Background: an optimization exercise with open tools, aiming at small area. Do not read the settings as production practice. Only simulation tests tie the RTL to the original design; equivalence was not proved. Power is estimated from default activity; no workload was simulated.

## run a
## multisynth_divider_encoder
module multisynth_divider_encoder
(
    input  logic        i_clk,
    input  logic        i_rst_n,
    input  logic        i_valid,
    input  logic [70:0] i_data,     
    output logic        o_stall,
    output logic        o_valid,
    output logic [75:0] o_data,     
    input  logic        i_stall
);
    mde_pkg::t_mde_in req;
    assign req = mde_pkg::t_mde_in'(i_data);
    logic en;
    logic vld_out;
    assign en      = ~(vld_out & i_stall);
    assign o_stall = ~en;
    logic [2:0] d_rc;
    logic       d_onehot;
    logic       d_aok_pll, d_aok_out, d_ok;
    logic       d_big;
    logic [2:0] d_tgt;
    logic [7:0] d_ph;
    logic [2:0] d_renc;
    assign d_renc[0] = req.r_divider[1] | req.r_divider[3] | req.r_divider[5] | req.r_divider[7];
    assign d_renc[1] = req.r_divider[2] | req.r_divider[3] | req.r_divider[6] | req.r_divider[7];
    assign d_renc[2] = req.r_divider[4] | req.r_divider[5] | req.r_divider[6] | req.r_divider[7];
    assign d_rc = req.req_type ? d_renc : 3'd0;
    assign d_onehot  = $onehot(req.r_divider);
    assign d_aok_pll = (req.int_part >= PLL_A_MIN) && (req.int_part <= PLL_A_MAX);
    assign d_aok_out = (req.int_part >= OUT_A_MIN) && (req.int_part <= OUT_A_MAX);
    assign d_big = (req.denominator[19:9] == 11'd0) && (req.numerator[19:11] >= req.denominator[8:0]);
    always_comb begin
        if (req.req_type == REQ_PLL) begin
            d_tgt = {2'b00, req.pll_select};
            d_ok  = d_aok_pll;
        end else if (req.clock_index <= CLK_IDX_MAX) begin
            d_tgt = req.clock_index + TARGET_MS_BASE;
            d_ok  = d_aok_out & d_onehot;
        end else begin
            d_tgt = TARGET_NONE;
            d_ok  = 1'b0;
        end
    end
    assign d_ph = req.req_type ? req.phase : 8'd0;
    logic [12:0] r4_c3;
    logic [11:0] r4_d1, r4_d2;
  ...
clock: 5.0 ns
lec_check: 0
abc_area: 1
cap_margin: 20
core_margin: 2
core_utilization: 65
cts_buf_list: sky130_fd_sc_hd__clkbuf_8
cts_cluster_size: 24
gpl_timing_driven: 0
slew_margin: 20
standard.sh (not shown) runs the stock make flow with config.mk's settings and CLKGATE_MAP_FILE= SYNTH_SCRIPT=/design/flow/synth_recipe.tcl, a recipe that flattens the netlist after the stock synthesis.
==> flow/flow/run.sh <==
#!/bin/bash
# The standard layout (standard.sh: the standard flow's synthesis and ORFS flow, unchanged), except that
# the port buffers that global placement puts on every input and output are the smallest
# buffer, sky130_fd_sc_hd__buf_1, instead of the resizer's default choice
# (clkdlybuf4s50_1, a slow delay cell). Timing repair may still resize them.
# The make output goes to standard.log; ORFS keeps each step's own log under orfs/logs/.
set -euo pipefail
bash standard.sh "BUFFER_PORTS_ARGS=-buffer_cell sky130_fd_sc_hd__buf_1" finish > standard.log 2>&1
Modified inputs, run b compared to run a
Settings: a change of CTS_BUF_LIST from sky130_fd_sc_hd__clkbuf_8 to sky130_fd_sc_hd__clkbuf_4 sky130_fd_sc_hd__clkbuf_8; a change of CORE_UTILIZATION from 65 to 70; a change of CTS_CLUSTER_SIZE from 24 to 30.
==> flow/run.sh (new file) <==
#!/bin/bash
# synth_recipe.tcl (not shown) runs the flow's synth.tcl, then flattens the netlist and writes it again
# the make line also repeats each setting of config.mk as NAME=value (left out here)
make -C /OpenROAD-flow-scripts/flow DESIGN_CONFIG=/design/flow/config.mk WORK_HOME=/design/flow/orfs CLKGATE_MAP_FILE= SYNTH_SCRIPT=/design/flow/synth_recipe.tcl finish
removed: flow/flow/run.sh
removed: flow/standard.sh
## What came out
- Looking at the reports, run b completed the entire flow and the layout it produced met the timing, design-rule and antenna checks.
- As of run b, per-cell via count in the routed design had risen by a few percent compared to run a.
- Area fraction in and, or, nand and nor cells after synthesis came out exactly the same in run b and run a.
- Wire: run b routes more than run a
- Going from run a to run b, number of cells after detailed placement shows a reduction of 35; total stage count of the critical path shows a reduction of 2.
- Summary — detailed-route wire length per cell, run b relative to run a: higher, by 2.4 µm.
- Against run a as the reference, run b delivers a lower number of non-filler instances in the completed layout.
- Run b leaves less setup margin than run a.
- Part of the power in the clock network (run b over run a): increase, 0.2 points
- Power in combinational cells in run b is about 4% higher than in run a

========
== cedar ==
Another version of the RTL of multisynth_divider_encoder (not shown whole).
Size in the first run: about 5000 cells after synthesis, about 570 flip-flops, about 150 I/O pins, about 41000 um^2 of cells after synthesis.
Settings: LEC_CHECK=0, ABC_AREA=1, CAP_MARGIN=20, CORE_MARGIN=2, CORE_UTILIZATION=50, GPL_TIMING_DRIVEN=0, SLEW_MARGIN=20; clock period 5.0 ns.
run.sh (not shown) runs the stock make flow with config.mk's settings and CLKGATE_MAP_FILE= SYNTH_SCRIPT=/design/flow/synth_recipe.tcl, a recipe that flattens the netlist after the stock synthesis.
Stock flow here: none of the scripts above is used.
cedar reached the final stage; the timing, design-rule and antenna checks on its layout passed.
Changes in oak relative to cedar:
Settings: putting CTS_CLUSTER_SIZE at 24 where nothing was set; putting CTS_BUF_LIST at sky130_fd_sc_hd__clkbuf_8 where nothing was set; swapping 50 for 60 in CORE_UTILIZATION.
Notes after the runs:
cedar → oak: internal cell power -770 uW, routed metal-1 wirelength went down, longest individual stage delay on the worst path went down by 150 ps. Per the comparison of oak with cedar, global-route wire length before repair shows a reduction of 3.8%; part of the power in the clock network shows a reduction of 2.4 points; worst hold slack shows a reduction of 56 ps. Changes observed in oak relative to cedar: post-route total power has decreased, sequential share of layout area has increased, proportion of cell area occupied by multi-input gates has increased. Total length of routed wires went down by a few percent going from cedar to oak.

========
## run A
multisynth_divider_encoder with an RTL version that a note above also has.
Size in the first run: about 4,800 cells after synthesis, ~570 flip-flops, roughly 0.040 mm² of cells after synthesis.
export LEC_CHECK = 0
export ABC_AREA = 1
export CAP_MARGIN = 20
export CORE_MARGIN = 2
export CORE_UTILIZATION = 72
export CTS_BUF_LIST = sky130_fd_sc_hd__clkbuf_16
export CTS_CLUSTER_DIAMETER = 100
export CTS_CLUSTER_SIZE = 24
export GPL_TIMING_DRIVEN = 0
export SLEW_MARGIN = 20
create_clock -name core_clock -period 5.0 [get_ports {i_clk}]
standard.sh (not shown) runs the stock make flow with config.mk's settings and CLKGATE_MAP_FILE= SYNTH_SCRIPT=/design/flow/synth_recipe.tcl, a recipe that flattens the netlist after the stock synthesis.
==> flow/flow/run.sh <==
#!/bin/bash
# The standard layout (standard.sh: the standard flow's synthesis and ORFS flow, unchanged), except that
# the port buffers that global placement puts on every input and output are the smallest
# buffer, sky130_fd_sc_hd__buf_1, instead of the resizer's default choice
# (clkdlybuf4s50_1, a slow delay cell). Timing repair may still resize them.
# The make output goes to standard.log; ORFS keeps each step's own log under orfs/logs/.
set -euo pipefail
bash standard.sh "BUFFER_PORTS_ARGS=-buffer_cell sky130_fd_sc_hd__buf_1" finish > standard.log 2>&1
Run A | status: complete | timing, DRC, antenna: pass
Edits applied to the flow inputs when going from run A to run B:
Settings: removing CTS_CLUSTER_SIZE (formerly 24); changing CORE_UTILIZATION from 72 to 50; removing CTS_CLUSTER_DIAMETER (formerly 100); removing CTS_BUF_LIST (formerly sky130_fd_sc_hd__clkbuf_16).
==> flow/run.sh (new file) <==
#!/bin/bash
# synth_recipe.tcl (not shown) runs the flow's synth.tcl, then flattens the netlist and writes it again
# the make line also repeats each setting of config.mk as NAME=value (left out here)
make -C /OpenROAD-flow-scripts/flow DESIGN_CONFIG=/design/flow/config.mk WORK_HOME=/design/flow/orfs CLKGATE_MAP_FILE= SYNTH_SCRIPT=/design/flow/synth_recipe.tcl finish
removed: flow/flow/run.sh
removed: flow/standard.sh
## What came out
Run B: first-pass iteration count of the detailed router 1 below run A
Going from run A to run B, fraction of the cycle the final worst path needs shows an increase of 0.18 points; share of the core filled with cells shows a reduction of 21 points.
Maximum frequency from static timing analysis: run A vs run B — no meaningful difference
Changes in run C relative to run B:
Settings: CTS_CLUSTER_DIAMETER newly set to 120; CTS_CLUSTER_SIZE newly set to 30; CORE_UTILIZATION changed from 50 to 72; CTS_BUF_LIST newly set to sky130_fd_sc_hd__clkbuf_16.
==> flow/flow/run.sh (new file) <==
#!/bin/bash
# The standard layout (standard.sh: the standard flow's synthesis and ORFS flow, unchanged), except that
# the port buffers that global placement puts on every input and output are the smallest
# buffer, sky130_fd_sc_hd__buf_1, instead of the resizer's default choice
# (clkdlybuf4s50_1, a slow delay cell). Timing repair may still resize them.
# The make output goes to standard.log; ORFS keeps each step's own log under orfs/logs/.
set -euo pipefail
bash standard.sh "BUFFER_PORTS_ARGS=-buffer_cell sky130_fd_sc_hd__buf_1" finish > standard.log 2>&1
==> flow/standard.sh (new file) <==
#!/bin/bash
# synth_recipe.tcl (not shown) runs the flow's synth.tcl, then flattens the netlist and writes it again
# the make line also repeats each setting of config.mk as NAME=value (left out here)
make -C /OpenROAD-flow-scripts/flow DESIGN_CONFIG=/design/flow/config.mk WORK_HOME=/design/flow/orfs CLKGATE_MAP_FILE= SYNTH_SCRIPT=/design/flow/synth_recipe.tcl "${@:-finish}"
removed: flow/run.sh
Notes after the runs:
For run B and run C, there was not a single run that failed to finish clean. Run B has lower detail-routed net length per standard cell than run C. Run C vs run B on met1 routing resource usage after global routing: run C is the higher one. Compared with run B, in run C part of the power in the clock network went down, number of placement rows fell by 18. Between run B and run C, non-clock buffer count decreased. Worst hold slack: run C vs run B up 0.019 ns.

==> afterwards: timing with drivers on the ports <==
The flow's constraints put no driver on any port. The routed layouts listed below were extracted and timed again, unchanged, in two steps. Step 1 sets driving cells, clkbuf_16 on the clock port and buf_2 on the other inputs (assumed; they add their load-dependent delay and slew). Step 2 also shifts input and output timing later by t, the mid clock arrival at the registers, as if the neighbouring blocks saw the same clock. Slacks: ideal ports / drivers / drivers and shift; pairs: ideal ports / drivers.
run | shift t [ns] | setup slack, ns | hold slack, ns | worst register clock-pin slew, ns | worst data-port slew with drivers (ns)
run a of note 1 | 0.760 | 0.270 / 0.307 / -0.453 | 0.407 / 0.406 / 0.407 | 0.07 / 0.07 | 0.10
run b of note 1 | 0.786 | 0.213 / 0.213 / -0.513 | 0.403 / 0.403 / 0.403 | 0.08 / 0.08 | 0.06
cedar | 0.655 | 0.226 / 0.269 / -0.387 | 0.406 / 0.406 / 0.406 | 0.07 / 0.07 | 0.08
oak | 0.762 | 0.201 / 0.232 / -0.530 | 0.350 / 0.350 / 0.350 | 0.08 / 0.08 | 0.05
run A of note 3 | 0.699 | 0.192 / 0.192 / -0.406 | 0.419 / 0.419 / 0.419 | 0.11 / 0.11 | 0.08
run B of note 3 | 0.670 | 0.183 / 0.223 / -0.447 | 0.398 / 0.398 / 0.398 | 0.07 / 0.07 | 0.09
run C of note 3 | 0.664 | 0.173 / 0.215 / -0.449 | 0.417 / 0.417 / 0.417 | 0.12 / 0.12 | 0.08
Met with ideal ports but missed after step 2: setup timing in every run listed. For oak, which loses most, drivers alone change the setup slack by +0.031 ns; drivers and shift together by -0.731 ns.
